Background: an optimization exercise with open tools, aiming at small area. Do not read the settings as production practice.
RTL that was checked went through simulation tests only; none was proved equivalent to the original.
Function not checked in run 1: the RTL went through the layout flow alone.
Power figures rest on the tool's default switching activity, not on a simulated workload.

`design/flow/config.mk`:
```
export PLATFORM = sky130hd
export DESIGN_NAME = fp_mult_unit
export DESIGN_NICKNAME = fp_mult_unit
export VERILOG_FILES = /design/flow/design.v
export SDC_FILE = /design/flow/constraint.sdc
export NUM_CORES = 4
export LEC_CHECK = 0
export ABC_AREA = 1
export CAP_MARGIN = 20
export CORE_MARGIN = 2
export CORE_UTILIZATION = 60
export CTS_BUF_LIST = sky130_fd_sc_hd__clkbuf_8
export PLACE_DENSITY = 0.75
export SLEW_MARGIN = 20
```
`design/flow/constraint.sdc`:
```
create_clock -name core_clock -period 12.0 [get_ports {clk}]
set_input_delay 2.4000 -clock core_clock [delete_from_list [all_inputs] [get_ports {clk}]]
set_output_delay 2.4000 -clock core_clock [all_outputs]
set_load 0.01 [all_outputs]
```
`design/flow/design.v`:
```
package fp_pkg;
    localparam int unsigned FP_WIDTH   = 32;
    localparam int unsigned EXP_WIDTH  = 8;
    localparam int unsigned MAN_WIDTH  = 23;
    localparam int unsigned SIG_WIDTH  = MAN_WIDTH + 1;    
    localparam int unsigned RND_WIDTH  = SIG_WIDTH + 1;    
    localparam int unsigned PROD_WIDTH = 2 * SIG_WIDTH;
    localparam int unsigned EXPI_WIDTH = 10;               
    localparam int unsigned BIAS       = 127;
    localparam logic [FP_WIDTH-1:0] QNAN = 32'h7FC0_0000;
    typedef enum logic [1:0] {
        FP_ZERO,
        FP_NORM,
        FP_INF,
        FP_NAN
    } fp_class_e;
    typedef enum logic [2:0] {
        S_IDLE,
        S_UNPACK,
        S_MULT,
        S_NORM,
        S_PACK
    } state_e;
    typedef struct packed {
        logic                 sign;
        logic [EXP_WIDTH-1:0] exp;
        logic [SIG_WIDTH-1:0] man;
        fp_class_e            cls;
    } fp_unpacked_t;
endpackage
import fp_pkg::*;
module fp_classify
(
    input  logic [FP_WIDTH-1:0] op,
    output fp_pkg::fp_unpacked_t unp
);
    logic [EXP_WIDTH-1:0] exp_c;
    logic [MAN_WIDTH-1:0] frac_c;
    assign exp_c  = op[FP_WIDTH-2 -: EXP_WIDTH];
    assign frac_c = op[MAN_WIDTH-1:0];
    always_comb begin
        unp.sign = op[FP_WIDTH-1];
        unp.exp  = exp_c;
        unp.man  = {1'b1, frac_c};
        unp.cls  = FP_NORM;
        if (exp_c == '0) begin
            unp.cls = FP_ZERO;
            unp.man = '0;
        end else if (&exp_c) begin
            unp.cls = (frac_c != '0) ? FP_NAN : FP_INF;
        end
    end
endmodule
import fp_pkg::*;
module fp_mult_unit
(
    input  logic                clk,
    input  logic                rst_n,
    input  logic                clk_en,
    input  logic                start,
    input  logic [FP_WIDTH-1:0] dataa,
    input  logic [FP_WIDTH-1:0] datab,
    output logic [FP_WIDTH-1:0] result,
    output logic                done,
    output logic                busy
);
    localparam logic [4:0] C_LAST = 5'd23;
    localparam logic [4:0] C_PACK = 5'd26;
    localparam logic [4:0] C_DONE = 5'd27;
    logic                 busy_q, done_q;    
    logic [4:0]           cnt_q;
    logic [MAN_WIDTH-1:0] mc_q;         
    logic [MAN_WIDTH-1:0] mp_q;         
    logic [SIG_WIDTH-1:0] acc_q;        
    logic                 stx_q;        
    logic                 g_q, r_q, st_q;
    logic [8:0]           e_q;          
    logic                 s_q;          
    logic                 nan_q;
    logic [7:0] ea, eb;
    logic       a_z, b_z, a_ff, b_ff, a_fnz, b_fnz, nan_c;
    assign ea    = dataa[30:23];
    assign eb    = datab[30:23];
    assign a_z   = ~|ea;
    assign b_z   = ~|eb;
    assign a_ff  = &ea;
    assign b_ff  = &eb;
    assign a_fnz = |dataa[22:0];
    assign b_fnz = |datab[22:0];
    assign nan_c = (a_ff & a_fnz) | (b_ff & b_fnz) | (a_ff & b_z) | (a_z & b_ff);
    logic       accept;
    logic [7:0] xa, xb;
    logic [8:0] esum;
    logic [8:0] ec;
    assign xa    = accept ? ea : e_q[7:0];
    assign xb    = accept ? eb : 8'd0;
    assign ec[0] = 1'b1;
    genvar k;
    generate
        for (k = 0; k < 8; k++) begin : g_eadd
            assign esum[k]  = xa[k] ^ xb[k] ^ ec[k];
            assign ec[k+1]  = (xa[k] & xb[k]) | (ec[k] & (xa[k] ^ xb[k]));
        end
    endgenerate
    assign esum[8] = (e_q[8] & ~accept) ^ ec[8];
    logic [8:0] eload;
    always_comb begin
        if (accept & (a_ff | b_ff))     eload = 9'h180;    
        else if (accept & (a_z | b_z))  eload = 9'h000;    
        else                            eload = esum;
    end
    logic run, mul, last, norm, pack;
    assign accept = clk_en & start & (~busy_q | done_q);
    assign done_q = busy_q & (cnt_q == C_DONE);
    assign run    = clk_en & busy_q & ~done_q;
    assign mul    = (cnt_q <= C_LAST);
    assign last   = (cnt_q == C_LAST);
    assign norm   = (cnt_q[4:1] == 4'b1100) & acc_q[SIG_WIDTH-1];    
    assign pack   = (cnt_q == C_PACK);
    logic                 b_bit;
    logic                 p23, rbl, rnd, cin;
    logic [SIG_WIDTH-1:0] addend;
    logic [SIG_WIDTH:0]   t;
    logic [SIG_WIDTH:0]   c;
    assign g_q    = mp_q[MAN_WIDTH-1];
    assign r_q    = mp_q[MAN_WIDTH-2];
    assign st_q   = stx_q;
    assign b_bit  = last | mp_q[0];
    assign addend = (mul & b_bit) ? {1'b1, mc_q} : '0;
    assign p23    = acc_q[0] ^ mc_q[0];
    assign rbl    = g_q & (p23 | r_q | st_q);
    assign rnd    = g_q & ~r_q & (st_q | acc_q[0]);
    assign cin    = last ? rbl : (~mul & rnd);
    assign c[0] = cin;
    generate
        for (k = 0; k < SIG_WIDTH; k++) begin : g_add
            assign t[k]   = acc_q[k] ^ addend[k] ^ c[k];
            assign c[k+1] = (acc_q[k] & addend[k]) | (c[k] & (acc_q[k] ^ addend[k]));
        end
    endgenerate
    assign t[SIG_WIDTH] = c[SIG_WIDTH];
    logic step;         
    assign step = mul | norm;
    logic ovf, unf, clr;
    assign ovf = e_q[8] & (e_q[7] | (&e_q[6:0]));
    assign unf = ~e_q[8] & (~e_q[7] | ~|e_q[6:0]);
    assign clr = nan_q | ovf | unf;
    always_ff @(posedge clk or negedge rst_n) begin
        if (!rst_n) begin
            busy_q <= 1'b0;
        end else if (clk_en) begin
            if (accept)      busy_q <= 1'b1;
            else if (done_q) busy_q <= 1'b0;
        end
    end
    always_ff @(posedge clk) begin
        if (accept) e_q <= eload;
        if (accept) begin
            cnt_q <= '0;
            mc_q  <= datab[22:0];
            mp_q  <= dataa[22:0];
            acc_q <= '0;
            s_q   <= (dataa[31] ^ datab[31]) & ~nan_c;
            nan_q <= nan_c;
        end else if (run) begin
            cnt_q <= cnt_q + 5'd1;
            if (step) begin
                acc_q <= t[SIG_WIDTH:1];
                mp_q  <= {t[0], mp_q[MAN_WIDTH-1:1]};
                stx_q <= (cnt_q[4:1] != 4'd0) & (stx_q | r_q);
            end else if (pack & clr) begin
                acc_q <= {2'b00, nan_q, 21'd0};
                mp_q[MAN_WIDTH-1] <= 1'b0;
            end
            if (norm) e_q <= eload;
        end
    end
    assign result = {s_q, (ovf | nan_q) ? 8'hFF : unf ? 8'h00 : {~e_q[7], e_q[6:0]},
                     acc_q[21:0], g_q};
    assign done   = done_q;
    assign busy   = busy_q;
endmodule
```
`design/flow/flow/run.sh`:
```
#!/bin/bash
# Standard ORFS layout with two changes:
#  - synthesis maps logic with an area-only ABC script (flow/abc_area.script):
#    no timing-driven buffering or upsizing; the resizer repairs later steps;
#  - port buffers use the smallest buffer cell.
# Registers, power grid, taps and constraints are the standard flow's.
set -euo pipefail
W=$PWD
cat > "$W/my_synth.tcl" <<EOT
proc abc {args} {
  set i [lsearch -exact \$args -script]
  if {\$i >= 0} { lset args [expr {\$i + 1}] $W/flow/abc_area.script }
  yosys abc {*}\$args
}
source $W/synth_recipe.tcl
EOT
export BUFFER_PORTS_ARGS="-buffer_cell sky130_fd_sc_hd__buf_1"
export CTS_ARGS="-sink_clustering_enable -repair_clock_nets -buf_list sky130_fd_sc_hd__clkbuf_8 -dont_use_dummy_load"
bash standard.sh SYNTH_SCRIPT="$W/my_synth.tcl" finish > make_finish.log 2>&1
```
`design/flow/flow/abc_area.script`:
```
strash
dc2
dch -f
amap
strash
dc2
dch -f
amap
topo
```
`design/flow/standard.sh`:
```
#!/bin/bash
# synth_recipe.tcl (not shown) runs the flow's synth.tcl, then flattens the netlist and writes it again
# the make line also repeats each setting of config.mk as NAME=value (left out here)
make -C /OpenROAD-flow-scripts/flow DESIGN_CONFIG=/design/flow/config.mk WORK_HOME=/design/flow/orfs CLKGATE_MAP_FILE= SYNTH_SCRIPT=/design/flow/synth_recipe.tcl "${@:-finish}"
```
==> results of run 1 <==
## what timing repair did
item	4_1_cts	5_1_grt
hold buffers	0	0
buffers inserted	0	0
gates resized for setup	0	1
endpoints found under the setup margin	0	1
## Yosys cell counts, types with 5 or more instances
cell	count	share of area (%)
o22ai_1	36	5.0
nor4_1	11	1.5
nor3_1	10	1.1
fa_1	31	14
clkinv_1	53	4.5
a22o_1	20	3.9
nand2b_1	20	2.8
buf_4	24	4.0
nand3_1	6	0.67
a21oi_1	6	0.67
o21ai_0	16	1.8
dfxtp_1	38	17
nor2_1	20	1.7
nand4_1	5	0.70
edfxtp_1	49	33
nand2_1	29	2.4
## registers in the layout, indices dropped and copies added (netlist names)
register	count
busy_q	1
e_q	9
acc_q	24
mc_q	23
cnt_q	5
mp_q	23
s_q	1
stx_q	1
nan_q	1
## worst register-to-register path, delay by kind of cell (launching register included)
family / cells / cell delay [ns]
fa+ha+maj: 25 / 10.06
flops: 1 / 0.42
simple gates: 2 / 0.31
compound gates: 3 / 0.31
buf+inv: 3 / 0.27
## metal layers
layer,part of all wire [%],wire [µm],GRT usage [%]
met1,45,4020,31.2
met2,48,4290,37.0
met3,5.3,473,4.84
met4,1.4,128,7.18
met5,0,0,0
## cells by family after synthesis
logic type,share of synthesized area [%]
AND/OR/NAND/NOR,12.2
AO/OA/AOI/OAI,14.1
flip-flops,50.5
buffers and inverters,8.48
adder cells (fa/ha/maj),14.7
## power groups by stage
stage | Sequential [mW] | Clock (mW) | Combinational, mW
after floorplan | 0.483 | 0 | 0.394
after global placement | 0.495 | 0 | 0.453
after detailed placement | 0.498 | 0 | 0.473
after CTS | 0.493 | 0.159 | 0.475
after global routing | 0.504 | 0.171 | 0.540
final | 0.494 | 0.157 | 0.471
## how the worst max path moves through the flow
stage	from	cells after the start	slack, ns	to
2_1_floorplan	cnt_q[1]$_SDFFE_PP0P_	32	0.46	acc_q[22]$_SDFFE_PP0P_
4_1_cts	cnt_q[1]$_SDFFE_PP0P_	33	0.39	acc_q[22]$_SDFFE_PP0P_
6_report	cnt_q[1]$_SDFFE_PP0P_	33	0.49	acc_q[22]$_SDFFE_PP0P_
5_1_grt	cnt_q[1]$_SDFFE_PP0P_	33	-0.02	acc_q[22]$_SDFFE_PP0P_
3_3_place_gp	cnt_q[1]$_SDFFE_PP0P_	33	0.59	acc_q[22]$_SDFFE_PP0P_
3_5_place_dp	cnt_q[1]$_SDFFE_PP0P_	33	0.42	acc_q[22]$_SDFFE_PP0P_
## layout make-up
cell class              count  area [µm²]  share of cell area [%]
flip-flops and latches     88        2260                    45.7
multi-input cells         236        1840                    37.2
repair buffers            104         402                    8.13
inverters                  53         199                    4.03
clock buffers               9         124                    2.51
well taps                  99         124                    2.51
## per-stage QoR
step | power, mW | instances
after floorplan | 0.876 | 401
after global placement | 0.948 | 580
after detailed placement | 0.971 | 580
after CTS | 1.13 | 589
after global routing | 1.21 | 589
final | 1.12 | 589
==> results.sh, run 1 <==
export IMPL_status="finished clean"
export IMPL_synthCells=401
export IMPL_antenna_left=0
export IMPL_r2r_setup_slack_ns=0.49
export IMPL_final_common_cell="buf_1"
export IMPL_seq_power_share_pct=44.0
export IMPL_crit_type="reg -> reg"
export IMPL_num_rows=31
export IMPL_tightest_slew_ns=0.946
export IMPL_syn_area_mm2=0.00447
export IMPL_wl_per_cell_um=15.1
export IMPL_slew_headroom_pct=36.8
export IMPL_cts_made_buffers=9
export IMPL_min_path_cells=2
export IMPL_cp_required_ns=12.20
export IMPL_yosys_warnings=1
export IMPL_worst_ep_arrival_time_ns=11.71
export IMPL_grt_overflow=0
export IMPL_drv_slew=0
export IMPL_dpl_hpwl_um=6630
export IMPL_syn_to_final_growth_pct=10.6
export IMPL_finalNetCount=594
export IMPL_dp_slack_ns=0.423
export IMPL_endpoint_kind="register"
export IMPL_dpl_cell_area_mm2=0.00481
export IMPL_clockBufferDepth=2
export IMPL_clk_latency_ns=0.35
export IMPL_worst_slack_ns=0.493
export IMPL_gp_congestion=0.849
export IMPL_holdPathEnd="acc_q[6]$_SDFFE_PP0P_"
export IMPL_antennaDiodeCount=0
export IMPL_dieArea_mm2=0.00815
export IMPL_fin_util_pct=68.5
export IMPL_cpPeakStageDelay_ns=0.50
export IMPL_p_leak_nw=1.60
export IMPL_syn_nets=503
export IMPL_cts_tree="yes"
export IMPL_swShare_pct=37.9
export IMPL_grt_pass1_wl_um=14600
export IMPL_h_tree_depth=3
export IMPL_async_reset_ff_share_pct=1.14
export IMPL_layout_common_cells="101 x buf_1, 52 x clkinv_1, 49 x edfxtp_1, 38 x dfxtp_1, 36 x o22ai_1"
export IMPL_antenna_found_initial=0
export IMPL_drt_pre_antenna_iters=5
export IMPL_fin_setup_tns_ns=0
export IMPL_setup_viol=0
export IMPL_cap_violations=0
export IMPL_fill_cells=580
export IMPL_fin_worst_skew_ns=0.0223
export IMPL_cp_common_cell="fa_1"
export IMPL_synth_seq_cells=88
export IMPL_synth_flop_cell="edfxtp_1"
export IMPL_core_mm2=0.00721
export IMPL_portBuffers=101
export IMPL_reg2reg_from="cnt_q[1]$_SDFFE_PP0P_"
export IMPL_crit_fanout=5
export IMPL_synth_cell_types=32
export IMPL_clkSinkCount=88
export IMPL_worst_r2r_path_depth=33
export IMPL_viasPerCell=5.62
export IMPL_post_route_period_util_pct=95.9
export IMPL_wl_um=8910
export IMPL_fmax_mhz=86.9
export IMPL_clkPwrFrac_pct=14.0
export IMPL_p_sw_mw=0.425
export IMPL_worstReg2RegEnd="acc_q[22]$_SDFFE_PP0P_"
export IMPL_dieWidth_um=90.3
export IMPL_grt_pass1_vias=3159
export IMPL_vdd_drop_max_v=0.000101
export IMPL_internal_power_mw=0.697
export IMPL_path_buf_inv=3
export IMPL_die_h_um=90.3
export IMPL_path_delay_family="adder cells"
export IMPL_grt_usage_pct=22.8
export IMPL_cp_slowest_cell="fa_1"
export IMPL_ys_seq_area_share_pct=50.5
export IMPL_drc_errors=0
export IMPL_vias=3310
export IMPL_hold_worst_slack_ns=0.501
export IMPL_period_minus_slack_ns=11.51
export IMPL_powerDensity_mw_per_mm2=227
export IMPL_p_comb_share_pct=42.0
export IMPL_min_path_type="reg -> reg"
export IMPL_syn_avg_cell_area_um2=11.1
export IMPL_crit_path_start_kind="register"
export IMPL_ios=102
export IMPL_initial_core_util_pct=61.9
export IMPL_design_area_mm2=0.00494
export IMPL_synth_edf_count=49
export IMPL_clkTransAtPathRegs_ns=0.07
export IMPL_drive_gt1_share_pct=2.86
export IMPL_grt_max_degree=72
export IMPL_root_buffer="clkbuf_8"
export IMPL_worstHoldStart="acc_q[6]$_SDFFE_PP0P_"
export IMPL_drt_iter0_markers=142
export IMPL_hold_viol_final=0
==> run 2, diff against run 1 <==
--- a/design/flow/design.v
+++ b/design/flow/design.v
@@ -65,7 +65,7 @@
     output logic                busy
 );
-    localparam logic [4:0] C_LAST = 5'd23;
-    localparam logic [4:0] C_PACK = 5'd26;
-    localparam logic [4:0] C_DONE = 5'd27;
+    localparam logic [4:0] C_LOAD = 5'd8;
+    localparam logic [4:0] C_PACK = 5'd2;
+    localparam logic [4:0] C_DONE = 5'd3;
     logic                 busy_q, done_q;    
     logic [4:0]           cnt_q;
@@ -114,7 +114,7 @@
     assign done_q = busy_q & (cnt_q == C_DONE);
     assign run    = clk_en & busy_q & ~done_q;
-    assign mul    = (cnt_q <= C_LAST);
-    assign last   = (cnt_q == C_LAST);
-    assign norm   = (cnt_q[4:1] == 4'b1100) & acc_q[SIG_WIDTH-1];    
+    assign mul    = cnt_q[4] | cnt_q[3];                           
+    assign last   = &cnt_q;
+    assign norm   = (cnt_q[4:1] == 4'b0000) & acc_q[SIG_WIDTH-1];    
     assign pack   = (cnt_q == C_PACK);
     logic                 b_bit;
@@ -157,5 +157,5 @@
         if (accept) e_q <= eload;
         if (accept) begin
-            cnt_q <= '0;
+            cnt_q <= C_LOAD;
             mc_q  <= datab[22:0];
             mp_q  <= dataa[22:0];
@@ -168,5 +168,5 @@
                 acc_q <= t[SIG_WIDTH:1];
                 mp_q  <= {t[0], mp_q[MAN_WIDTH-1:1]};
-                stx_q <= (cnt_q[4:1] != 4'd0) & (stx_q | r_q);
+                stx_q <= (cnt_q[4:1] != 4'b0100) & (stx_q | r_q);
             end else if (pack & clr) begin
                 acc_q <= {2'b00, nan_q, 21'd0};
==> design/flow/flow/abc_area.script (replaced) <==
strash
dc2
dch -f
map -a
strash
dch -f
amap
topo
==> results.sh, run 2 <==
export IMPL_portBuffers=101
export IMPL_period_minus_slack_ns=11.49
export IMPL_grt_overflow=0
export IMPL_drc_errors=0
export IMPL_core_mm2=0.00721
export IMPL_cp_required_ns=12.20
export IMPL_p_leak_nw=1.50
export IMPL_endpoint_kind="register"
export IMPL_synth_top_cell_area_share_pct=33.0
export IMPL_largest_reg_flops=24
export IMPL_initial_core_util_pct=61.8
export IMPL_dpl_cell_area_mm2=0.00481
export IMPL_syn_avg_cell_area_um2=11.4
export IMPL_grt_max_degree=65
export IMPL_num_rows=31
export IMPL_drt_pre_antenna_iters=4
export IMPL_min_path_type="reg -> reg"
export IMPL_fill_cells=581
export IMPL_fmax_mhz=87.1
export IMPL_worstHoldStart="acc_q[7]$_SDFFE_PP0P_"
export IMPL_reg2reg_from="cnt_q[0]$_SDFFE_PP0P_"
export IMPL_grt_setup_unrepaired="false"
export IMPL_regMostFlops="acc_q"
export IMPL_ys_seq_area_share_pct=50.6
export IMPL_hold_worst_slack_ns=0.498
export IMPL_reg_largest_list="acc_q (24), mc_q (23), mp_q (23)"
export IMPL_r2r_setup_slack_ns=0.51
export IMPL_post_place_cells=570
export IMPL_clkSinkCount=88
export IMPL_fin_worst_skew_ns=0.0183
export IMPL_seqCellArea_mm2=0.00226
export IMPL_crit_path_start_kind="register"
export IMPL_synth_seq_cells=88
export IMPL_cap_violations=0
export IMPL_critical_path_depth=33
export IMPL_drt_iter0_markers=139
export IMPL_worstReg2RegEnd="acc_q[22]$_SDFFE_PP0P_"
export IMPL_syn_area_mm2=0.00446
export IMPL_worst_r2r_path_depth=33
export IMPL_ios=102
export IMPL_drv_slew=0
export IMPL_async_reset_ff_share_pct=1.14
export IMPL_cp_common_cell="fa_1"
export IMPL_syn_nets=494
export IMPL_powerDensity_mw_per_mm2=234
export IMPL_grt_pass1_vias=3174
export IMPL_total_power_mw=1.16
export IMPL_crit_fanout=3
export IMPL_clk_latency_ns=0.35
export IMPL_dieWidth_um=90.2
export IMPL_clockBufferDepth=2
export IMPL_final_common_cell="buf_1"
export IMPL_dieArea_mm2=0.00814
export IMPL_synth_flop_cell="edfxtp_1"
export IMPL_ys_top_cells_by_count="49 x clkinv_1, 49 x edfxtp_1, 38 x dfxtp_1"
export IMPL_crit_type="reg -> reg"
export IMPL_viasPerCell=5.69
export IMPL_tightest_slew_ns=0.916
export IMPL_drive_gt1_share_pct=3.54
export IMPL_fin_util_pct=68.6
export IMPL_layout_common_cells="101 x buf_1, 49 x clkinv_1, 49 x edfxtp_1, 37 x o22ai_1, 37 x dfxtp_1"
export IMPL_grt_usage_pct=22.6
export IMPL_synth_cell_types=32
export IMPL_syn_to_final_growth_pct=10.9
export IMPL_clkTransAtPathRegs_ns=0.07
export IMPL_cp_slowest_cell="fa_1"
export IMPL_multiInputGateArea_mm2=0.00185
export IMPL_antennaDiodeCount=0
export IMPL_synth_area_leader_cell="edfxtp_1"
export IMPL_cts_tree="yes"
export IMPL_worst_slack_ns=0.515
export IMPL_min_path_cells=2
export IMPL_grt_pass1_wl_um=14500
export IMPL_synthCells=391
export IMPL_yosys_warnings=1
export IMPL_path_buf_inv=3
export IMPL_post_route_period_util_pct=95.7
export IMPL_cpPeakStageDelay_ns=0.50
export IMPL_post_cts_buffers=0
export IMPL_setup_viol=0
export IMPL_h_tree_depth=3
export IMPL_slew_headroom_pct=38.8
export IMPL_wl_per_cell_um=15.4
export IMPL_design_area_mm2=0.00495
export IMPL_wl_um=8890
export IMPL_dp_slack_ns=0.368
export IMPL_antenna_left=0
export IMPL_cts_made_buffers=9
export IMPL_gp_congestion=0.874
export IMPL_path_delay_family="adder cells"
export IMPL_die_h_um=90.2
export IMPL_synth_edf_count=49
export IMPL_root_buffer="clkbuf_8"
export IMPL_dpl_hpwl_um=6600
export IMPL_fin_setup_tns_ns=0
export IMPL_vdd_drop_max_v=0.000131
export IMPL_synth_area_top_cells="edfxtp_1 33%, dfxtp_1 17%, fa_1 14%, o22ai_1 5.2%, o22a_1 4.3%"
export IMPL_holdPathEnd="acc_q[7]$_SDFFE_PP0P_"
export IMPL_finalNetCount=585
export IMPL_status="finished clean"
export IMPL_hold_viol_final=0
export IMPL_vias=3293
export IMPL_antenna_found_initial=0
export IMPL_worst_ep_arrival_time_ns=11.69
export IMPL_layoutNonFillerInstCount=579
[run 2: changes by cell type after synthesis, sizes merged, moves of 3 or more]
| cell | change |
|---|---|
| a21oi | +6 |
| clkinv | -4 |
| nand2 | -11 |
| nand3 | -3 |
| o21ai | -3 |
| a22o | -20 |
| o22a | +22 |
[run 2: worst reg2reg max path, delay by kind of cell, from the launching register on]
kind | cells | cell delay, ns
AND/OR/NAND/NOR | 2 | 0.35
buffers and inverters | 3 | 0.26
flip-flops | 1 | 0.35
AO/OA/AOI/OAI | 2 | 0.15
adder cells (fa/ha/maj) | 26 | 10.26
[run 2: layer usage]
metal  part of all wire [%]  track usage [%]
met4                    2.0             10.6
met2                     49             35.8
met1                     43             30.2
met3                    6.2             4.44
met5                      0                0
[run 2: area by class of cell]
cell class                      count  area share, %
Clock buffer                        9           2.50
Sequential cell                    88           45.7
Multi-Input combinational cell    230           37.5
Inverter                           49           3.72
Timing Repair Buffer              104           8.12
Tap cell                           99           2.50
[run 2: kinds of logic after synthesis]
kind of cell    after synthesis  synth area share (%)
simple gates                 99                  11.7
compound gates               96                  14.5
flops                        88                  50.6
buf+inv                      73                  8.17
fa+ha+maj                    35                  15.0
[run 2: report_power, final]
part           switching [mW]  internal, mW  leakage [nW]  total (mW)
Sequential             0.0559         0.444         0.781       0.500
Clock                  0.0887        0.0672        0.0647       0.156
Combinational           0.295         0.204         0.657       0.499
Total                   0.440         0.716          1.50        1.16
[run 2: repair_timing]
item                                    in CTS  in global routing
endpoints found under the setup margin       0                  3
hold buffers                                 0                  0
gates resized for setup                      0                  4
[run 2: worst max-delay path by stage]
stage	from	end	slack [ns]
after detailed placement	cnt_q[1]$_SDFFE_PP0P_	acc_q[22]$_SDFFE_PP0P_	0.37
final	cnt_q[0]$_SDFFE_PP0P_	acc_q[22]$_SDFFE_PP0P_	0.51
after floorplan	cnt_q[1]$_SDFFE_PP0P_	acc_q[22]$_SDFFE_PP0P_	0.21
after global routing	cnt_q[0]$_SDFFE_PP0P_	acc_q[22]$_SDFFE_PP0P_	0.03
after CTS	cnt_q[1]$_SDFFE_PP0P_	acc_q[22]$_SDFFE_PP0P_	0.33
after global placement	cnt_q[1]$_SDFFE_PP0P_	acc_q[22]$_SDFFE_PP0P_	0.51
==> run 3, diff against run 2 <==
--- a/design/flow/design.v
+++ b/design/flow/design.v
@@ -145,5 +145,5 @@
     assign ovf = e_q[8] & (e_q[7] | (&e_q[6:0]));
     assign unf = ~e_q[8] & (~e_q[7] | ~|e_q[6:0]);
-    assign clr = nan_q | ovf | unf;
+    assign clr = ovf | unf;           
     always_ff @(posedge clk or negedge rst_n) begin
         if (!rst_n) begin
@@ -176,5 +176,5 @@
         end
     end
-    assign result = {s_q, (ovf | nan_q) ? 8'hFF : unf ? 8'h00 : {~e_q[7], e_q[6:0]},
+    assign result = {s_q, ovf ? 8'hFF : unf ? 8'h00 : {~e_q[7], e_q[6:0]},
                      acc_q[21:0], g_q};
     assign done   = done_q;
--- a/design/flow/config.mk
+++ b/design/flow/config.mk
@@ -7,8 +7,8 @@
 export LEC_CHECK = 0
 export ABC_AREA = 1
-export CAP_MARGIN = 20
+export CAP_MARGIN = 0
 export CORE_MARGIN = 2
 export CORE_UTILIZATION = 60
 export CTS_BUF_LIST = sky130_fd_sc_hd__clkbuf_8
 export PLACE_DENSITY = 0.75
-export SLEW_MARGIN = 20
+export SLEW_MARGIN = 0
==> results.sh, run 3 <==
export IMPL_syn_to_final_growth_pct=10.9
export IMPL_total_power_mw=1.16
export IMPL_dpl_hpwl_um=6490
export IMPL_ys_top_cells_by_count="49 x clkinv_1, 49 x edfxtp_1, 38 x dfxtp_1"
export IMPL_fmax_mhz=87.1
export IMPL_fill_cells=596
export IMPL_async_reset_ff_share_pct=1.14
export IMPL_grt_pass1_wl_um=14700
export IMPL_slew_headroom_pct=36.6
export IMPL_cp_slowest_cell="fa_1"
export IMPL_crit_type="reg -> reg"
export IMPL_drv_slew=0
export IMPL_grt_overflow=0
export IMPL_drc_errors=0
export IMPL_clkPwrFrac_pct=13.5
export IMPL_vias=3288
export IMPL_path_buf_inv=3
export IMPL_portBuffers=101
export IMPL_fin_setup_tns_ns=0
export IMPL_regMostFlops="acc_q"
export IMPL_post_route_period_util_pct=95.7
export IMPL_wl_um=8830
export IMPL_synthCells=391
export IMPL_p_leak_nw=1.50
export IMPL_cts_tree="yes"
export IMPL_ys_seq_area_share_pct=50.7
export IMPL_synth_top_cell_area_share_pct=33.0
export IMPL_antennaDiodeCount=0
export IMPL_syn_avg_cell_area_um2=11.4
export IMPL_endpoint="acc_q[22]$_SDFFE_PP0P_"
export IMPL_worst_ep_arrival_time_ns=11.67
export IMPL_critical_path_depth=33
export IMPL_setup_viol=0
export IMPL_synth_area_top_cells="edfxtp_1 33%, dfxtp_1 17%, fa_1 14%, o22ai_1 5.2%, o22a_1 4.3%"
export IMPL_r2r_setup_slack_ns=0.52
export IMPL_synth_flop_cell="edfxtp_1"
export IMPL_grt_max_degree=45
export IMPL_antenna_found_initial=0
export IMPL_path_delay_family="adder cells"
export IMPL_syn_nets=494
export IMPL_num_rows=31
export IMPL_dp_slack_ns=0.278
export IMPL_endpoint_kind="register"
export IMPL_grt_pass1_vias=3180
export IMPL_tightest_slew_ns=0.948
export IMPL_dieWidth_um=90.2
export IMPL_cts_hold_buf=0
export IMPL_clk_latency_ns=0.35
export IMPL_yosys_warnings=1
export IMPL_dieArea_mm2=0.00813
export IMPL_drt_pre_antenna_iters=5
export IMPL_hold_viol_final=0
export IMPL_powerDensity_mw_per_mm2=235
export IMPL_min_path_type="reg -> reg"
export IMPL_final_common_cell="buf_1"
export IMPL_grt_usage_pct=22.9
export IMPL_die_h_um=90.2
export IMPL_cp_common_cell="fa_1"
export IMPL_largest_reg_flops=24
export IMPL_root_buffer="clkbuf_8"
export IMPL_antenna_left=0
export IMPL_worstReg2RegEnd="acc_q[22]$_SDFFE_PP0P_"
export IMPL_wl_per_cell_um=15.3
export IMPL_crit_path_start_kind="register"
export IMPL_h_tree_depth=3
export IMPL_post_cts_buffers=0
export IMPL_internal_power_mw=0.716
export IMPL_synth_area_leader_cell="edfxtp_1"
export IMPL_cpPeakStageDelay_ns=0.50
export IMPL_clkTransAtPathRegs_ns=0.08
export IMPL_drive_gt1_share_pct=3.76
export IMPL_seq_power_share_pct=43.4
export IMPL_ios=102
export IMPL_synth_cell_types=32
export IMPL_cts_resized=0
export IMPL_cp_required_ns=12.19
export IMPL_finalNetCount=584
export IMPL_syn_area_mm2=0.00445
export IMPL_synth_seq_cells=88
export IMPL_layout_common_cells="101 x buf_1, 49 x clkinv_1, 49 x edfxtp_1, 37 x o22ai_1, 37 x dfxtp_1"
export IMPL_reg_largest_list="acc_q (24), mc_q (23), mp_q (23)"
export IMPL_crit_fanout=3
export IMPL_vdd_drop_max_v=0.000103
export IMPL_core_mm2=0.00721
export IMPL_synth_edf_count=49
export IMPL_p_comb_share_pct=43.1
export IMPL_worst_r2r_path_depth=33
export IMPL_grt_setup_unrepaired="false"
export IMPL_period_minus_slack_ns=11.48
export IMPL_initial_core_util_pct=61.7
export IMPL_gp_congestion=0.877
export IMPL_fin_worst_skew_ns=0.0249
export IMPL_crit_path_start="cnt_q[0]$_SDFFE_PP0P_"
export IMPL_multiInputGateArea_mm2=0.00185
export IMPL_seqCellArea_mm2=0.00226
export IMPL_cts_made_buffers=9
export IMPL_swShare_pct=38.2
export IMPL_clkSinkCount=88
export IMPL_cap_violations=0
export IMPL_viasPerCell=5.69
export IMPL_status="finished clean"
export IMPL_clockBufferDepth=2
export IMPL_worst_slack_ns=0.520
export IMPL_drt_iter0_markers=148
export IMPL_reg2reg_from="cnt_q[0]$_SDFFE_PP0P_"
export IMPL_p_sw_mw=0.443
run 3: cell type report:
type	count	share of cell area, %
flip-flops and latches	88	45.7
multi-input cells	229	37.4
repair buffers	104	8.13
inverters	49	3.72
clock buffers	9	2.51
well taps	99	2.51
run 3: layer usage:
metal / up-vias / GRT usage, % / wire, µm
met5: - / 0 / 0
met4: 0 / 8.72 / 82
met3: 6 / 3.94 / 555
met2: 134 / 37.1 / 4480
met1: 1565 / 31.3 / 3710
li1: 1583 / - / -
run 3: power by group through the flow:
stage	Combinational (mW)	Sequential, mW	Clock (mW)
2_1_floorplan	0.416	0.491	0
3_3_place_gp	0.483	0.504	0
3_5_place_dp	0.501	0.507	0
4_1_cts	0.504	0.502	0.160
5_1_grt	0.568	0.515	0.174
6_report	0.499	0.503	0.157
run 3: through the flow:
| stage | util [%] | instance area, µm² | hold WS, ns | instances |
|---|---|---|---|---|
| 5_1_grt | 68.5 | 4940 | 0.504 | 578 |
| 3_3_place_gp | 66.6 | 4800 | 0.463 | 569 |
| 3_5_place_dp | 66.6 | 4800 | 0.465 | 569 |
| 6_report | 68.5 | 4940 | 0.475 | 578 |
| 4_1_cts | 68.3 | 4930 | 0.474 | 578 |
| 2_1_floorplan | - | 4450 | 0.441 | 391 |
run 3: worst min-delay path, cell delays in order (launching register included):
cell	delay [ns]
dfxtp_1	0.31
clkinv_1	0.06
a21oi_1	0.05
run 3: worst min-delay path by stage:
stage,cells past startpoint,endpoint,slack [ns],start
3_5_place_dp,2,e_q[7]$_DFF_P_,0.47,e_q[7]$_DFF_P_
5_1_grt,2,e_q[7]$_DFF_P_,0.50,e_q[7]$_DFF_P_
6_report,2,e_q[7]$_DFF_P_,0.47,e_q[7]$_DFF_P_
3_3_place_gp,2,e_q[7]$_DFF_P_,0.46,e_q[7]$_DFF_P_
4_1_cts,2,e_q[7]$_DFF_P_,0.47,e_q[7]$_DFF_P_
2_1_floorplan,2,e_q[7]$_DFF_P_,0.44,e_q[7]$_DFF_P_
run 3: logic make-up after synthesis:
| kind of cell | Yosys count | synth area share, % |
|---|---|---|
| AOI/OAI and AO/OA | 94 | 14.3 |
| adders and majority gates | 35 | 15.1 |
| buffers and inverters | 74 | 8.26 |
| DFF | 88 | 50.7 |
| and+or+nand+nor | 100 | 11.7 |
==> run 4, diff against run 3 <==
--- a/design/flow/config.mk
+++ b/design/flow/config.mk
@@ -7,8 +7,8 @@
 export LEC_CHECK = 0
 export ABC_AREA = 1
-export CAP_MARGIN = 0
+export CAP_MARGIN = 20
 export CORE_MARGIN = 2
 export CORE_UTILIZATION = 60
 export CTS_BUF_LIST = sky130_fd_sc_hd__clkbuf_8
 export PLACE_DENSITY = 0.75
-export SLEW_MARGIN = 0
+export SLEW_MARGIN = 20
==> results.sh, run 4 <==
export IMPL_wl_per_cell_um=15.3
export IMPL_root_buffer="clkbuf_8"
export IMPL_endpoint_kind="register"
export IMPL_h_tree_depth=3
export IMPL_syn_nets=494
export IMPL_largest_reg_flops=24
export IMPL_synthCells=391
export IMPL_clk_latency_ns=0.35
export IMPL_clkSinkCount=88
export IMPL_yosys_warnings=1
export IMPL_cts_tree="yes"
export IMPL_crit_path_start_kind="register"
export IMPL_post_route_period_util_pct=95.7
export IMPL_die_h_um=90.2
export IMPL_drc_errors=0
export IMPL_grt_setup_unrepaired="false"
export IMPL_synth_xor_xnor_area_share_pct=0
export IMPL_min_path_type="reg -> reg"
export IMPL_synth_edf_count=49
export IMPL_multiInputGateArea_mm2=0.00185
export IMPL_dpl_hpwl_um=6490
export IMPL_crit_fanout=3
export IMPL_drv_slew=0
export IMPL_grt_usage_pct=22.9
export IMPL_synth_cell_types=32
export IMPL_synth_seq_cells=88
export IMPL_core_mm2=0.00721
export IMPL_cp_slowest_cell="fa_1"
export IMPL_crit_type="reg -> reg"
export IMPL_ios=102
export IMPL_hold_viol_final=0
export IMPL_period_minus_slack_ns=11.48
export IMPL_dieArea_mm2=0.00813
export IMPL_worst_ep_arrival_time_ns=11.67
export IMPL_drive_gt1_share_pct=3.76
export IMPL_tightest_slew_ns=0.948
export IMPL_cts_made_buffers=9
export IMPL_syn_avg_cell_area_um2=11.4
export IMPL_antenna_found_initial=0
export IMPL_ys_top_cells_by_count="49 x clkinv_1, 49 x edfxtp_1, 38 x dfxtp_1"
export IMPL_grt_pass1_wl_um=14700
export IMPL_fin_util_pct=68.5
export IMPL_drt_iter0_markers=148
export IMPL_drt_pre_antenna_iters=5
export IMPL_seqCellArea_mm2=0.00226
export IMPL_vdd_drop_max_v=0.000103
export IMPL_syn_area_mm2=0.00445
export IMPL_grt_pass1_vias=3180
export IMPL_fill_cells=596
export IMPL_reg_largest_list="acc_q (24), mc_q (23), mp_q (23)"
export IMPL_synthMuxAreaShare_pct=0
export IMPL_viasPerCell=5.69
export IMPL_synth_top_family_by_area="adder cells"
export IMPL_powerDensity_mw_per_mm2=235
export IMPL_p_leak_nw=1.50
export IMPL_regMostFlops="acc_q"
export IMPL_synth_flop_cell="edfxtp_1"
export IMPL_yosys_area_share_adder_pct=15.1
export IMPL_antennaDiodeCount=0
export IMPL_status="finished clean"
export IMPL_setup_viol=0
export IMPL_cts_hold_buf=0
export IMPL_synth_area_leader_cell="edfxtp_1"
export IMPL_initial_core_util_pct=61.7
export IMPL_vias=3288
export IMPL_cp_required_ns=12.19
export IMPL_clockBufferDepth=2
export IMPL_antenna_left=0
export IMPL_cap_violations=0
export IMPL_syn_to_final_growth_pct=10.9
export IMPL_dieWidth_um=90.2
export IMPL_finalNetCount=584
export IMPL_grt_overflow=0
export IMPL_gp_congestion=0.877
export IMPL_fin_worst_skew_ns=0.0249
export IMPL_portBuffers=101
export IMPL_async_reset_ff_share_pct=1.14
export IMPL_fmax_mhz=87.1
export IMPL_synth_area_top_cells="edfxtp_1 33%, dfxtp_1 17%, fa_1 14%, o22ai_1 5.2%, o22a_1 4.3%"
export IMPL_fin_setup_tns_ns=0
export IMPL_cpPeakStageDelay_ns=0.50
export IMPL_layout_common_cells="101 x buf_1, 49 x clkinv_1, 49 x edfxtp_1, 37 x o22ai_1, 37 x dfxtp_1"
export IMPL_synth_compound_area_share_pct=14.3
export IMPL_slew_headroom_pct=36.6
export IMPL_clkTransAtPathRegs_ns=0.08
export IMPL_wl_um=8830
export IMPL_synthSimpleGateAreaFrac_pct=11.7
export IMPL_final_common_cell="buf_1"
export IMPL_synth_top_cell_area_share_pct=33.0
export IMPL_num_rows=31
export IMPL_ys_seq_area_share_pct=50.7
export IMPL_grt_max_degree=45
export IMPL_cp_common_cell="fa_1"
==> run 4: final timing paths <==
check,slack [ns],to,from,cells past startpoint
worst max-delay path,0.52,acc_q[22]$_SDFFE_PP0P_,cnt_q[0]$_SDFFE_PP0P_,33
worst min-delay path,0.47,e_q[7]$_DFF_P_,e_q[7]$_DFF_P_,2
worst max register to register,0.52,acc_q[22]$_SDFFE_PP0P_,cnt_q[0]$_SDFFE_PP0P_,33
worst min register to register,0.47,e_q[7]$_DFF_P_,e_q[7]$_DFF_P_,2
max in group asynchronous,10.10,busy_q$_DFFE_PN0P_,rst_n,1
min in group asynchronous,1.80,busy_q$_DFFE_PN0P_,rst_n,1
==> run 4: final cells by class <==
cell class              count  share of cell area, %
inverters                  49                   3.72
multi-input cells         229                   37.4
flip-flops and latches     88                   45.7
well taps                  99                   2.51
repair buffers            104                   8.13
clock buffers               9                   2.51
==> run 4: critical path, delay by kind of cell, from the launching register on <==
kind,cells,cell delay (ns)
adders and majority gates,26,10.19
DFF,1,0.36
and+or+nand+nor,2,0.35
buffers and inverters,3,0.26
AOI/OAI and AO/OA,2,0.16
==> run 4: cell families (layout without fill, tap and decap cells) <==
group,Yosys count,count (layout)
AO/OA/AOI/OAI,94,94
adder cells (fa/ha/maj),35,35
buffers and inverters,74,162
flip-flops,88,88
AND/OR/NAND/NOR,100,100
==> run 4: routing by layer <==
layer / global-route usage (%) / vias up / share of wire [%]
li1: - / 1583 / -
met1: 31.3 / 1565 / 42
met2: 37.1 / 134 / 51
met3: 3.94 / 6 / 6.3
met4: 8.72 / 0 / 0.93
met5: 0 / - / 0
==> run 4: report_power, final <==
part / switching (mW) / internal (mW)
sequential: 0.0586 / 0.444
clock: 0.0897 / 0.0673
combinational: 0.294 / 0.205
total: 0.443 / 0.716
==> run 4: through the flow <==
step / total power [mW] / hold slack [ns] / setup WS (ns) / instance area (µm²) / std cells
2_1_floorplan: 0.907 / 0.441 / 0.299 / 4450 / 391
3_3_place_gp: 0.987 / 0.463 / 0.491 / 4800 / 569
3_5_place_dp: 1.01 / 0.465 / 0.278 / 4800 / 569
4_1_cts: 1.17 / 0.474 / 0.272 / 4930 / 578
5_1_grt: 1.26 / 0.504 / 0.0470 / 4940 / 578
6_report: 1.16 / 0.475 / 0.520 / 4940 / 578
==> run 4: what timing repair did <==
action / in CTS / in global routing
buffers inserted: 0 / 0
gates resized for setup: 0 / 5
setup endpoints to repair: 0 / 2
==> run 5, diff against run 4 <==
--- a/design/flow/config.mk
+++ b/design/flow/config.mk
@@ -9,6 +9,6 @@
 export CAP_MARGIN = 20
 export CORE_MARGIN = 2
-export CORE_UTILIZATION = 60
+export CORE_UTILIZATION = 80
 export CTS_BUF_LIST = sky130_fd_sc_hd__clkbuf_8
-export PLACE_DENSITY = 0.75
+export PLACE_DENSITY = 0.9
 export SLEW_MARGIN = 20
==> results.sh, run 5 <==
export IMPL_gp_congestion=0.892
export IMPL_grt_overflow=0
export IMPL_worst_ep_arrival_time_ns=11.71
export IMPL_grt_usage_pct=36.1
export IMPL_vias=3602
export IMPL_clockBufferDepth=2
export IMPL_total_power_mw=1.21
export IMPL_powerDensity_mw_per_mm2=246
export IMPL_cap_violations=0
export IMPL_status="finished clean"
export IMPL_antenna_found_initial=0
export IMPL_synth_area_top_cells="edfxtp_1 33%, dfxtp_1 17%, fa_1 14%, o22ai_1 5.2%, o22a_1 4.3%"
export IMPL_period_minus_slack_ns=11.51
export IMPL_drc_errors=0
export IMPL_synthCells=391
export IMPL_post_cts_buffers=0
export IMPL_antennaDiodeCount=0
export IMPL_grt_setup_unrepaired="false"
export IMPL_viasPerCell=6.55
export IMPL_fill_cells=248
export IMPL_setup_viol=0
export IMPL_root_buffer="clkbuf_8"
export IMPL_fin_util_pct=90.3
export IMPL_synth_flop_cell="edfxtp_1"
export IMPL_ios=102
export IMPL_syn_to_final_growth_pct=10.2
export IMPL_crit_type="reg -> reg"
export IMPL_p_sw_mw=0.485
export IMPL_antenna_left=0
export IMPL_cp_slowest_cell="fa_1"
export IMPL_async_reset_ff_share_pct=1.14
export IMPL_cp_common_cell="fa_1"
export IMPL_hold_viol_final=0
export IMPL_num_rows=27
export IMPL_syn_nets=494
export IMPL_p_comb_share_pct=44.7
export IMPL_synth_area_leader_cell="edfxtp_1"
export IMPL_p_leak_nw=1.50
export IMPL_clk_latency_ns=0.37
export IMPL_tightest_slew_ns=0.977
export IMPL_ys_seq_area_share_pct=50.7
export IMPL_syn_avg_cell_area_um2=11.4
export IMPL_clkSinkCount=88
export IMPL_crit_path_start_kind="register"
export IMPL_worst_slack_ns=0.485
export IMPL_dieWidth_um=78.6
export IMPL_hold_worst_slack_ns=0.478
export IMPL_yosys_warnings=1
export IMPL_crit_fanout=3
export IMPL_reg_largest_list="acc_q (24), mc_q (23), mp_q (23)"
export IMPL_layoutNonFillerInstCount=550
export IMPL_cp_required_ns=12.19
export IMPL_drt_pre_antenna_iters=7
export IMPL_min_path_type="reg -> reg"
export IMPL_core_mm2=0.00544
export IMPL_fmax_mhz=86.8
export IMPL_cts_made_buffers=9
export IMPL_vdd_drop_max_v=0.000158
export IMPL_internal_power_mw=0.724
export IMPL_synth_seq_cells=88
export IMPL_path_buf_inv=3
export IMPL_fin_setup_tns_ns=0
export IMPL_syn_area_mm2=0.00445
export IMPL_cts_hold_buf=0
export IMPL_synth_cell_types=32
export IMPL_design_area_mm2=0.00491
export IMPL_grt_pass1_wl_um=16800
export IMPL_fin_worst_skew_ns=0.0283
export IMPL_dpl_hpwl_um=7290
export IMPL_post_route_period_util_pct=96.0
export IMPL_drive_gt1_share_pct=4.60
export IMPL_final_common_cell="buf_1"
export IMPL_dpl_cell_area_mm2=0.00476
export IMPL_cpPeakStageDelay_ns=0.53
export IMPL_regMostFlops="acc_q"
export IMPL_clkTransAtPathRegs_ns=0.07
export IMPL_path_delay_family="adder cells"
export IMPL_cts_tree="yes"
export IMPL_portBuffers=101
export IMPL_seq_power_share_pct=42.1
export IMPL_dieArea_mm2=0.00618
export IMPL_synth_top_cell_area_share_pct=33.0
export IMPL_swShare_pct=40.1
export IMPL_endpoint_kind="register"
export IMPL_largest_reg_flops=24
export IMPL_drv_slew=0
export IMPL_die_h_um=78.6
export IMPL_dp_slack_ns=0.171
export IMPL_h_tree_depth=3
export IMPL_wl_um=10600
export IMPL_initial_core_util_pct=81.9
export IMPL_clkPwrFrac_pct=13.2
export IMPL_synth_edf_count=49
export IMPL_slew_headroom_pct=34.4
export IMPL_finalNetCount=583
export IMPL_drt_iter0_markers=447
export IMPL_wl_per_cell_um=19.2
export IMPL_post_place_cells=541
export IMPL_layout_common_cells="101 x buf_1, 49 x edfxtp_1, 48 x clkinv_1, 37 x o22ai_1, 37 x dfxtp_1"
export IMPL_grt_pass1_vias=3585
export IMPL_ys_top_cells_by_count="49 x clkinv_1, 49 x edfxtp_1, 38 x dfxtp_1"
export IMPL_grt_max_degree=74
-- run 5: cell counts after synthesis --
No cell type changed its count.
-- run 5: cell type report --
| cell class | instances | area, µm² | share of cell area, % |
|---|---|---|---|
| Clock buffer | 9 | 124 | 2.52 |
| Multi-Input combinational cell | 229 | 1860 | 37.9 |
| Inverter | 49 | 184 | 3.75 |
| Timing Repair Buffer | 103 | 394 | 8.03 |
| Tap cell | 72 | 90.1 | 1.83 |
| Sequential cell | 88 | 2260 | 46.0 |
-- run 5: power by group through the flow --
stage	registers [mW]	logic, mW	clock network, mW
final	0.509	0.540	0.159
after floorplan	0.491	0.416	0
after detailed placement	0.510	0.515	0
after CTS	0.507	0.526	0.157
after global routing	0.517	0.601	0.169
after global placement	0.505	0.476	0
-- run 5: path summary, 6_finish.rpt --
kind | startpoint | endpoint | slack, ns | depth (start not counted)
hold / removal | e_q[7]$_DFF_P_ | e_q[7]$_DFF_P_ | 0.48 | 2
setup reg to reg | cnt_q[0]$_SDFFE_PP0P_ | acc_q[22]$_SDFFE_PP0P_ | 0.49 | 33
min in group asynchronous | rst_n | busy_q$_DFFE_PN0P_ | 1.77 | 1
setup / recovery | cnt_q[0]$_SDFFE_PP0P_ | acc_q[22]$_SDFFE_PP0P_ | 0.49 | 33
hold reg to reg | e_q[7]$_DFF_P_ | e_q[7]$_DFF_P_ | 0.48 | 2
max in group asynchronous | rst_n | busy_q$_DFFE_PN0P_ | 10.13 | 1
-- run 5: worst register-to-register path: cells and delay by family (launching register included) --
kind	cells	cell delay (ns)
DFF	1	0.36
AOI/OAI and AO/OA	2	0.19
adders and majority gates	26	10.12
buffers and inverters	3	0.28
and+or+nand+nor	2	0.45
-- run 5: layer usage --
layer | up-vias | track usage (%) | share of wire [%]
met5 | - | 0 | 0
met2 | 269 | 62.2 | 51
met1 | 1696 | 44.5 | 36
li1 | 1579 | - | -
met4 | 0 | 15.1 | 3.9
met3 | 58 | 7.36 | 9.4
-- run 5: cells by family (layout without fill, tap and decap cells) --
family / after synthesis / in the layout / synth area share (%)
buffers and inverters: 74 / 161 / 8.26
AND/OR/NAND/NOR: 100 / 100 / 11.7
flip-flops: 88 / 88 / 50.7
adder cells (fa/ha/maj): 35 / 35 / 15.1
AO/OA/AOI/OAI: 94 / 94 / 14.3
-- run 5: what timing repair did --
item	4_1_cts	5_1_grt
resized for setup	0	10
setup endpoints to repair	0	3
endpoints found under the hold margin	0	0
==> run 6, diff against run 5 <==
--- a/design/flow/design.v
+++ b/design/flow/design.v
@@ -66,6 +66,7 @@
 );
     localparam logic [4:0] C_LOAD = 5'd8;
-    localparam logic [4:0] C_PACK = 5'd2;
-    localparam logic [4:0] C_DONE = 5'd3;
+    localparam logic [4:0] C_PACK = 5'd4;
+    localparam logic [4:0] C_DONE = 5'd5;
+    localparam int unsigned EB = 16;      
     logic                 busy_q, done_q;    
     logic [4:0]           cnt_q;
@@ -90,18 +91,5 @@
     assign nan_c = (a_ff & a_fnz) | (b_ff & b_fnz) | (a_ff & b_z) | (a_z & b_ff);
     logic       accept;
-    logic [7:0] xa, xb;
-    logic [8:0] esum;
-    logic [8:0] ec;
-    assign xa    = accept ? ea : e_q[7:0];
-    assign xb    = accept ? eb : 8'd0;
-    assign ec[0] = 1'b1;
-    genvar k;
-    generate
-        for (k = 0; k < 8; k++) begin : g_eadd
-            assign esum[k]  = xa[k] ^ xb[k] ^ ec[k];
-            assign ec[k+1]  = (xa[k] & xb[k]) | (ec[k] & (xa[k] ^ xb[k]));
-        end
-    endgenerate
-    assign esum[8] = (e_q[8] & ~accept) ^ ec[8];
+    logic [8:0] esum;         
     logic [8:0] eload;
     always_comb begin
@@ -110,5 +98,5 @@
         else                            eload = esum;
     end
-    logic run, mul, last, norm, pack;
+    logic run, mul, last, top, einc, norm, pack, emode;
     assign accept = clk_en & start & (~busy_q | done_q);
     assign done_q = busy_q & (cnt_q == C_DONE);
@@ -116,9 +104,12 @@
     assign mul    = cnt_q[4] | cnt_q[3];                           
     assign last   = &cnt_q;
-    assign norm   = (cnt_q[4:1] == 4'b0000) & acc_q[SIG_WIDTH-1];    
+    assign top    = (cnt_q[4:2] == 3'b000) & acc_q[SIG_WIDTH-1];
+    assign einc   = top & ~cnt_q[0];                                
+    assign norm   = top & cnt_q[0];                                 
+    assign emode  = accept | einc;
     assign pack   = (cnt_q == C_PACK);
     logic                 b_bit;
     logic                 p23, rbl, rnd, cin;
-    logic [SIG_WIDTH-1:0] addend;
+    logic [SIG_WIDTH-1:0] addend, opa;
     logic [SIG_WIDTH:0]   t;
     logic [SIG_WIDTH:0]   c;
@@ -127,5 +118,14 @@
     assign st_q   = stx_q;
     assign b_bit  = last | mp_q[0];
-    assign addend = (mul & b_bit) ? {1'b1, mc_q} : '0;
+    always_comb begin
+        opa    = acc_q;
+        addend = (mul & b_bit) ? {1'b1, mc_q} : '0;
+        if (accept) begin
+            opa[EB +: 8]    = ea;
+            addend[EB +: 8] = eb;
+        end else if (einc) begin
+            opa[EB +: 8]    = e_q[7:0];
+        end
+    end
     assign p23    = acc_q[0] ^ mc_q[0];
     assign rbl    = g_q & (p23 | r_q | st_q);
@@ -133,11 +133,19 @@
     assign cin    = last ? rbl : (~mul & rnd);
     assign c[0] = cin;
+    genvar k;
     generate
         for (k = 0; k < SIG_WIDTH; k++) begin : g_add
-            assign t[k]   = acc_q[k] ^ addend[k] ^ c[k];
-            assign c[k+1] = (acc_q[k] & addend[k]) | (c[k] & (acc_q[k] ^ addend[k]));
+            logic ck;     
+            if (k == EB) begin : g_ci
+                assign ck = c[k] | emode;
+            end else begin : g_cn
+                assign ck = c[k];
+            end
+            assign t[k]   = opa[k] ^ addend[k] ^ ck;
+            assign c[k+1] = (opa[k] & addend[k]) | (ck & (opa[k] ^ addend[k]));
         end
     endgenerate
     assign t[SIG_WIDTH] = c[SIG_WIDTH];
+    assign esum = {(e_q[8] & ~accept) ^ t[SIG_WIDTH], t[EB +: 8]};
     logic step;         
     assign step = mul | norm;
@@ -173,5 +181,5 @@
                 mp_q[MAN_WIDTH-1] <= 1'b0;
             end
-            if (norm) e_q <= eload;
+            if (einc) e_q <= eload;
         end
     end
==> design/flow/flow/abc_area.script (replaced) <==
strash
dc2
dch -f
amap
strash
dc2
dch -f
amap
topo
--- a/design/flow/config.mk
+++ b/design/flow/config.mk
@@ -9,6 +9,6 @@
 export CAP_MARGIN = 20
 export CORE_MARGIN = 2
-export CORE_UTILIZATION = 80
+export CORE_UTILIZATION = 60
 export CTS_BUF_LIST = sky130_fd_sc_hd__clkbuf_8
-export PLACE_DENSITY = 0.9
+export PLACE_DENSITY = 0.75
 export SLEW_MARGIN = 20
==> results.sh, run 6 <==
export IMPL_synth_seq_cells=88
export IMPL_h_tree_depth=3
export IMPL_min_path_type="reg -> reg"
export IMPL_clkPwrFrac_pct=13.5
export IMPL_cp_required_ns=12.24
export IMPL_seq_power_share_pct=42.6
export IMPL_fmax_mhz=91.5
export IMPL_multiInputGateArea_mm2=0.00177
export IMPL_num_rows=31
export IMPL_clkSinkCount=88
export IMPL_grt_pass1_vias=3187
export IMPL_drt_iter0_markers=184
export IMPL_syn_to_final_growth_pct=11.0
export IMPL_p_leak_nw=1.64
export IMPL_layout_common_cells="101 x buf_1, 58 x clkinv_1, 49 x edfxtp_1, 38 x dfxtp_1, 35 x o22ai_1"
export IMPL_ys_top_cells_by_count="58 x clkinv_1, 49 x edfxtp_1, 38 x dfxtp_1"
export IMPL_yosys_area_share_adder_pct=12.0
export IMPL_grt_setup_unrepaired="false"
export IMPL_cts_hold_buf=0
export IMPL_setup_viol=0
export IMPL_wl_per_cell_um=16.0
export IMPL_dpl_hpwl_um=7030
export IMPL_slew_headroom_pct=31.1
export IMPL_fill_cells=581
export IMPL_async_reset_ff_share_pct=1.14
export IMPL_vdd_drop_max_v=0.0000909
export IMPL_antenna_found_initial=0
export IMPL_ys_seq_area_share_pct=51.1
export IMPL_fin_setup_tns_ns=0
export IMPL_grt_usage_pct=24.3
export IMPL_swShare_pct=39.6
export IMPL_syn_nets=496
export IMPL_cap_violations=0
export IMPL_crit_path_start_kind="register"
export IMPL_fin_worst_skew_ns=0.0220
export IMPL_grt_max_degree=42
export IMPL_cts_tree="yes"
export IMPL_reg_largest_list="acc_q (24), mc_q (23), mp_q (23)"
export IMPL_status="finished clean"
export IMPL_drive_gt1_share_pct=2.86
export IMPL_hold_viol_final=0
export IMPL_antennaDiodeCount=0
export IMPL_synth_top_family_by_area="compound AO/OA/AOI/OAI gates"
export IMPL_cts_made_buffers=9
export IMPL_clk_latency_ns=0.36
export IMPL_worst_ep_arrival_time_ns=11.17
export IMPL_largest_reg_flops=24
export IMPL_hold_worst_slack_ns=0.465
export IMPL_synth_xor_xnor_area_share_pct=0
export IMPL_synth_compound_area_share_pct=17.5
export IMPL_synth_area_top_cells="edfxtp_1 33%, dfxtp_1 17%, fa_1 11%, a22o_1 5.4%, o22ai_1 5.0%"
export IMPL_internal_power_mw=0.713
export IMPL_synthMuxAreaShare_pct=0
export IMPL_synthSimpleGateAreaFrac_pct=10.4
export IMPL_cpPeakStageDelay_ns=0.44
export IMPL_synthCells=400
export IMPL_syn_area_mm2=0.00442
export IMPL_post_cts_buffers=0
export IMPL_regMostFlops="acc_q"
export IMPL_crit_type="reg -> reg"
export IMPL_synth_most_common_cell="clkinv_1"
export IMPL_drc_errors=0
export IMPL_core_mm2=0.00718
export IMPL_cts_resized=0
export IMPL_endpoint_kind="register"
export IMPL_final_common_cell="buf_1"
export IMPL_syn_avg_cell_area_um2=11.0
export IMPL_wl_um=9390
export IMPL_drv_slew=0
export IMPL_dieArea_mm2=0.00807
export IMPL_synth_edf_count=49
export IMPL_antenna_left=0
export IMPL_initial_core_util_pct=61.6
export IMPL_cp_common_cell="fa_1"
export IMPL_synth_area_leader_cell="edfxtp_1"
export IMPL_portBuffers=101
export IMPL_ios=102
export IMPL_grt_overflow=0
export IMPL_powerDensity_mw_per_mm2=241
export IMPL_root_buffer="clkbuf_8"
export IMPL_vias=3343
export IMPL_p_comb_share_pct=43.9
export IMPL_synth_top_cell_area_share_pct=33.3
export IMPL_clkTransAtPathRegs_ns=0.07
export IMPL_viasPerCell=5.69
export IMPL_drt_pre_antenna_iters=5
export IMPL_synth_flop_cell="edfxtp_1"
export IMPL_gp_congestion=0.867
export IMPL_yosys_warnings=1
export IMPL_synth_cell_types=35
export IMPL_finalNetCount=587
export IMPL_seqCellArea_mm2=0.00226
export IMPL_die_h_um=89.8
export IMPL_clockBufferDepth=2
export IMPL_dieWidth_um=89.8
export IMPL_period_minus_slack_ns=10.92
export IMPL_post_route_period_util_pct=91.0
export IMPL_grt_pass1_wl_um=15500
export IMPL_p_sw_mw=0.468
export IMPL_cp_slowest_cell="fa_1"
export IMPL_tightest_slew_ns=1.03
export IMPL_crit_fanout=18
[run 6: power groups by stage]
stage / logic (mW) / registers, mW / clock network, mW
finish: 0.518 / 0.503 / 0.159
global route: 0.587 / 0.515 / 0.174
CTS: 0.520 / 0.503 / 0.164
detailed placement: 0.519 / 0.508 / 0
global placement: 0.503 / 0.504 / 0
floorplan: 0.418 / 0.490 / 0
[run 6: path summary, 6_finish.rpt]
kind                       slack, ns                   start  depth (start not counted)                      to
max                             1.08   cnt_q[0]$_SDFFE_PP0P_                         36          e_q[7]$_DFF_P_
min                             0.46  acc_q[22]$_SDFFE_PP0P_                          2  acc_q[22]$_SDFFE_PP0P_
max reg2reg                     1.08   cnt_q[0]$_SDFFE_PP0P_                         36          e_q[7]$_DFF_P_
min reg2reg                     0.46  acc_q[22]$_SDFFE_PP0P_                          2  acc_q[22]$_SDFFE_PP0P_
max in group asynchronous      10.12                   rst_n                          1      busy_q$_DFFE_PN0P_
min in group asynchronous       1.79                   rst_n                          1      busy_q$_DFFE_PN0P_
[run 6: layout make-up]
type,instances,area share (%)
tap,99,2.53
sequential,88,46.0
inverter,58,4.44
multi-input combinational,229,36.1
clock buffer,9,2.53
timing repair buffer,105,8.34
[run 6: stage by stage]
stage          instance area, µm²  power (mW)  std cells  util, %  setup slack (ns)
2_1_floorplan                4420       0.909        400        -              1.23
3_3_place_gp                 4780        1.01        579     66.6              1.21
3_5_place_dp                 4780        1.03        579     66.6              1.02
4_1_cts                      4900        1.19        588     68.3              1.00
5_1_grt                      4900        1.28        588     68.3             0.470
6_report                     4900        1.18        588     68.3              1.08
[run 6: cell families (layout without fill, tap and decap cells)]
family                   Yosys count  in the layout
adder cells (fa/ha/maj)           28             28
flip-flops                        88             88
AO/OA/AOI/OAI                    113            113
AND/OR/NAND/NOR                   88             88
buffers and inverters             83            172
[run 6: worst max-delay path: cells and delay by family, from the launching register on]
| kind | cells | cell delay (ns) |
|---|---|---|
| buffers and inverters | 4 | 0.41 |
| AND/OR/NAND/NOR | 3 | 0.44 |
| AO/OA/AOI/OAI | 3 | 0.33 |
| flip-flops | 1 | 0.39 |
| adder cells (fa/ha/maj) | 26 | 9.26 |
[run 6: routing by layer]
layer  vias up  GRT usage [%]  routed length [µm]
li1       1628              -                   -
met1      1587           37.0                4500
met4         0           6.54                 143
met5         -              0                   0
met3        13           6.54                 537
met2       115           35.0                4210
==> run 7, diff against run 6 <==
--- a/design/flow/design.v
+++ b/design/flow/design.v
@@ -142,6 +142,5 @@
                 assign ck = c[k];
             end
-            assign t[k]   = opa[k] ^ addend[k] ^ ck;
-            assign c[k+1] = (opa[k] & addend[k]) | (ck & (opa[k] ^ addend[k]));
+            assign {c[k+1], t[k]} = {1'b0, opa[k]} + {1'b0, addend[k]} + {1'b0, ck};
         end
     endgenerate
==> design/flow/flow/abc_area.script (replaced) <==
strash
dc2
dch -f
map -a
mfs
strash
dch -f
amap
topo
--- a/design/flow/config.mk
+++ b/design/flow/config.mk
@@ -11,4 +11,5 @@
 export CORE_UTILIZATION = 60
 export CTS_BUF_LIST = sky130_fd_sc_hd__clkbuf_8
+export GPL_TIMING_DRIVEN = 0
 export PLACE_DENSITY = 0.75
 export SLEW_MARGIN = 20
==> results.sh, run 7 <==
export IMPL_total_power_mw=1.13
export IMPL_period_minus_slack_ns=11.43
export IMPL_synth_area_top_cells="edfxtp_1 34%, dfxtp_1 17%, fa_1 11%, o22ai_1 6.0%, o22a_1 4.8%"
export IMPL_antenna_found_initial=0
export IMPL_root_buffer="clkbuf_8"
export IMPL_min_path_type="reg -> reg"
export IMPL_vias=3405
export IMPL_worst_ep_arrival_time_ns=11.67
export IMPL_clockBufferDepth=2
export IMPL_clkSinkCount=88
export IMPL_final_common_cell="buf_1"
export IMPL_fin_setup_tns_ns=0
export IMPL_path_delay_family="adder cells"
export IMPL_ios=102
export IMPL_cp_slowest_cell="fa_1"
export IMPL_wl_per_cell_um=15.5
export IMPL_syn_area_mm2=0.00438
export IMPL_core_mm2=0.00718
export IMPL_reg_largest_list="acc_q (24), mc_q (23), mp_q (23)"
export IMPL_synth_seq_cells=88
export IMPL_cts_tree="yes"
export IMPL_design_area_mm2=0.00506
export IMPL_clk_latency_ns=0.35
export IMPL_worst_slack_ns=0.565
export IMPL_synth_top_cell_area_share_pct=33.6
export IMPL_status="finished clean"
export IMPL_cts_made_buffers=9
export IMPL_dieArea_mm2=0.00800
export IMPL_synth_flop_cell="edfxtp_1"
export IMPL_ys_top_cells_by_count="52 x clkinv_1, 49 x edfxtp_1, 42 x o22ai_1"
export IMPL_drc_errors=0
export IMPL_powerDensity_mw_per_mm2=223
export IMPL_drv_slew=0
export IMPL_dp_slack_ns=0.123
export IMPL_tightest_slew_ns=1.03
export IMPL_wl_um=9340
export IMPL_p_leak_nw=1.67
export IMPL_grt_usage_pct=25.3
export IMPL_drt_pre_antenna_iters=4
export IMPL_finalNetCount=601
export IMPL_cpPeakStageDelay_ns=0.46
export IMPL_grt_max_degree=43
export IMPL_h_tree_depth=3
export IMPL_largest_reg_flops=24
export IMPL_yosys_warnings=1
export IMPL_dpl_cell_area_mm2=0.00491
export IMPL_synthCells=392
export IMPL_cp_required_ns=12.23
export IMPL_hold_viol_final=0
export IMPL_grt_setup_unrepaired="false"
export IMPL_crit_path_start_kind="register"
export IMPL_vdd_drop_max_v=0.0000802
export IMPL_slew_headroom_pct=30.4
export IMPL_grt_pass1_vias=3210
export IMPL_dieWidth_um=89.4
export IMPL_die_h_um=89.4
export IMPL_grt_pass1_wl_um=15300
export IMPL_initial_core_util_pct=61.0
export IMPL_ys_seq_area_share_pct=51.6
export IMPL_drive_gt1_share_pct=8.75
export IMPL_syn_to_final_growth_pct=15.6
export IMPL_cap_violations=0
export IMPL_drt_iter0_markers=208
export IMPL_cp_common_cell="fa_1"
export IMPL_setup_viol=0
export IMPL_synth_edf_count=49
export IMPL_dpl_hpwl_um=6940
export IMPL_crit_fanout=4
export IMPL_viasPerCell=5.66
export IMPL_post_route_period_util_pct=95.3
export IMPL_async_reset_ff_share_pct=1.14
export IMPL_fin_util_pct=70.5
export IMPL_gp_congestion=0.835
export IMPL_syn_avg_cell_area_um2=11.2
export IMPL_grt_overflow=0
export IMPL_regMostFlops="acc_q"
export IMPL_antenna_left=0
export IMPL_fin_worst_skew_ns=0.0190
export IMPL_endpoint_kind="register"
export IMPL_clkTransAtPathRegs_ns=0.08
export IMPL_synth_most_common_cell="clkinv_1"
export IMPL_layout_common_cells="102 x buf_1, 51 x clkinv_1, 49 x edfxtp_1, 42 x o22ai_1, 38 x dfxtp_1"
export IMPL_syn_nets=488
export IMPL_synth_cell_types=33
export IMPL_path_buf_inv=5
export IMPL_fmax_mhz=87.5
export IMPL_antennaDiodeCount=0
export IMPL_synth_area_leader_cell="edfxtp_1"
export IMPL_crit_type="reg -> reg"
export IMPL_portBuffers=101
export IMPL_num_rows=31
export IMPL_post_cts_buffers=0
export IMPL_cts_hold_buf=0
[run 7: final timing paths]
check                                        from                      to  slack [ns]  depth (start not counted)
min reg2reg                acc_q[22]$_SDFFE_PP0P_  acc_q[22]$_SDFFE_PP0P_        0.46                          2
max in group asynchronous                   rst_n      busy_q$_DFFE_PN0P_       10.10                          1
max                         cnt_q[0]$_SDFFE_PP0P_          e_q[7]$_DFF_P_        0.57                         38
max reg2reg                 cnt_q[0]$_SDFFE_PP0P_          e_q[7]$_DFF_P_        0.57                         38
min in group asynchronous                   rst_n      busy_q$_DFFE_PN0P_        1.80                          1
min                        acc_q[22]$_SDFFE_PP0P_  acc_q[22]$_SDFFE_PP0P_        0.46                          2
[run 7: where the power goes]
part / total [mW] / internal, mW / switching (mW)
Combinational: 0.497 / 0.215 / 0.282
Clock: 0.159 / 0.0673 / 0.0913
Sequential: 0.474 / 0.422 / 0.0524
[run 7: per-layer routing]
layer / vias up / routed length, µm / track usage, %
met5: - / 0 / 0
met3: 10 / 607 / 4.89
met4: 0 / 104 / 7.06
met1: 1624 / 4370 / 37.9
met2: 112 / 4260 / 38.0
li1: 1659 / - / -
[run 7: through the flow]
step,std cells,hold slack (ns)
2_1_floorplan,392,0.438
3_3_place_gp,592,0.447
3_5_place_dp,593,0.452
4_1_cts,602,0.463
5_1_grt,602,0.505
6_report,602,0.461
[run 7: final cells by class]
cell class                 count  area, µm²
sequential                    88       2260
clock buffer                   9        124
multi-input combinational    227       1780
timing repair buffer         102        399
tap                           99        124
buffer                        25        184
inverter                      52        196
fill                         575       2120
[run 7: tightest hold or removal path: stages (launching register included)]
cell and delay [ns]:
dfxtp_1 0.31, clkinv_1 0.04, o22ai_1 0.06
[run 7: cells by family after synthesis]
kind of cell,count (synthesis),share of synthesized area [%]
flops,88,51.6
buf+inv,77,8.66
compound gates,111,17.1
simple gates,88,10.6
fa+ha+maj,28,12.1
[run 7: repair_timing]
action / CTS / global route
gates resized for setup: 0 / 7
setup endpoints to repair: 0 / 6
endpoints found under the hold margin: 0 / 0

-- what the ideal ports hide --
In the flow no input, the clock included, has a driving cell. The finished layouts below were timed again as built, in two steps.
Step 1 assumes that a clkbuf_16 drives the clock port and a buf_2 every other input.
Step 2 also shifts input and output timing later by t, the mid clock arrival at the registers, as if the neighbouring blocks saw the same clock.
a / b / c = ideal ports / drivers / drivers and shift; a / b = the first two.
run	t (ns)	slack for setup (ns)
run 1	0.369	0.493 / 0.493 / 0.493
run 2	0.369	0.515 / 0.515 / 0.515
run 3	0.372	0.520 / 0.520 / 0.520
run 4	0.372	0.520 / 0.520 / 0.520
run 5	0.386	0.485 / 0.485 / 0.485
run 6	0.378	1.075 / 1.075 / 1.075
run 7	0.370	0.565 / 0.565 / 0.565
After both steps setup and hold are still met in every run listed.
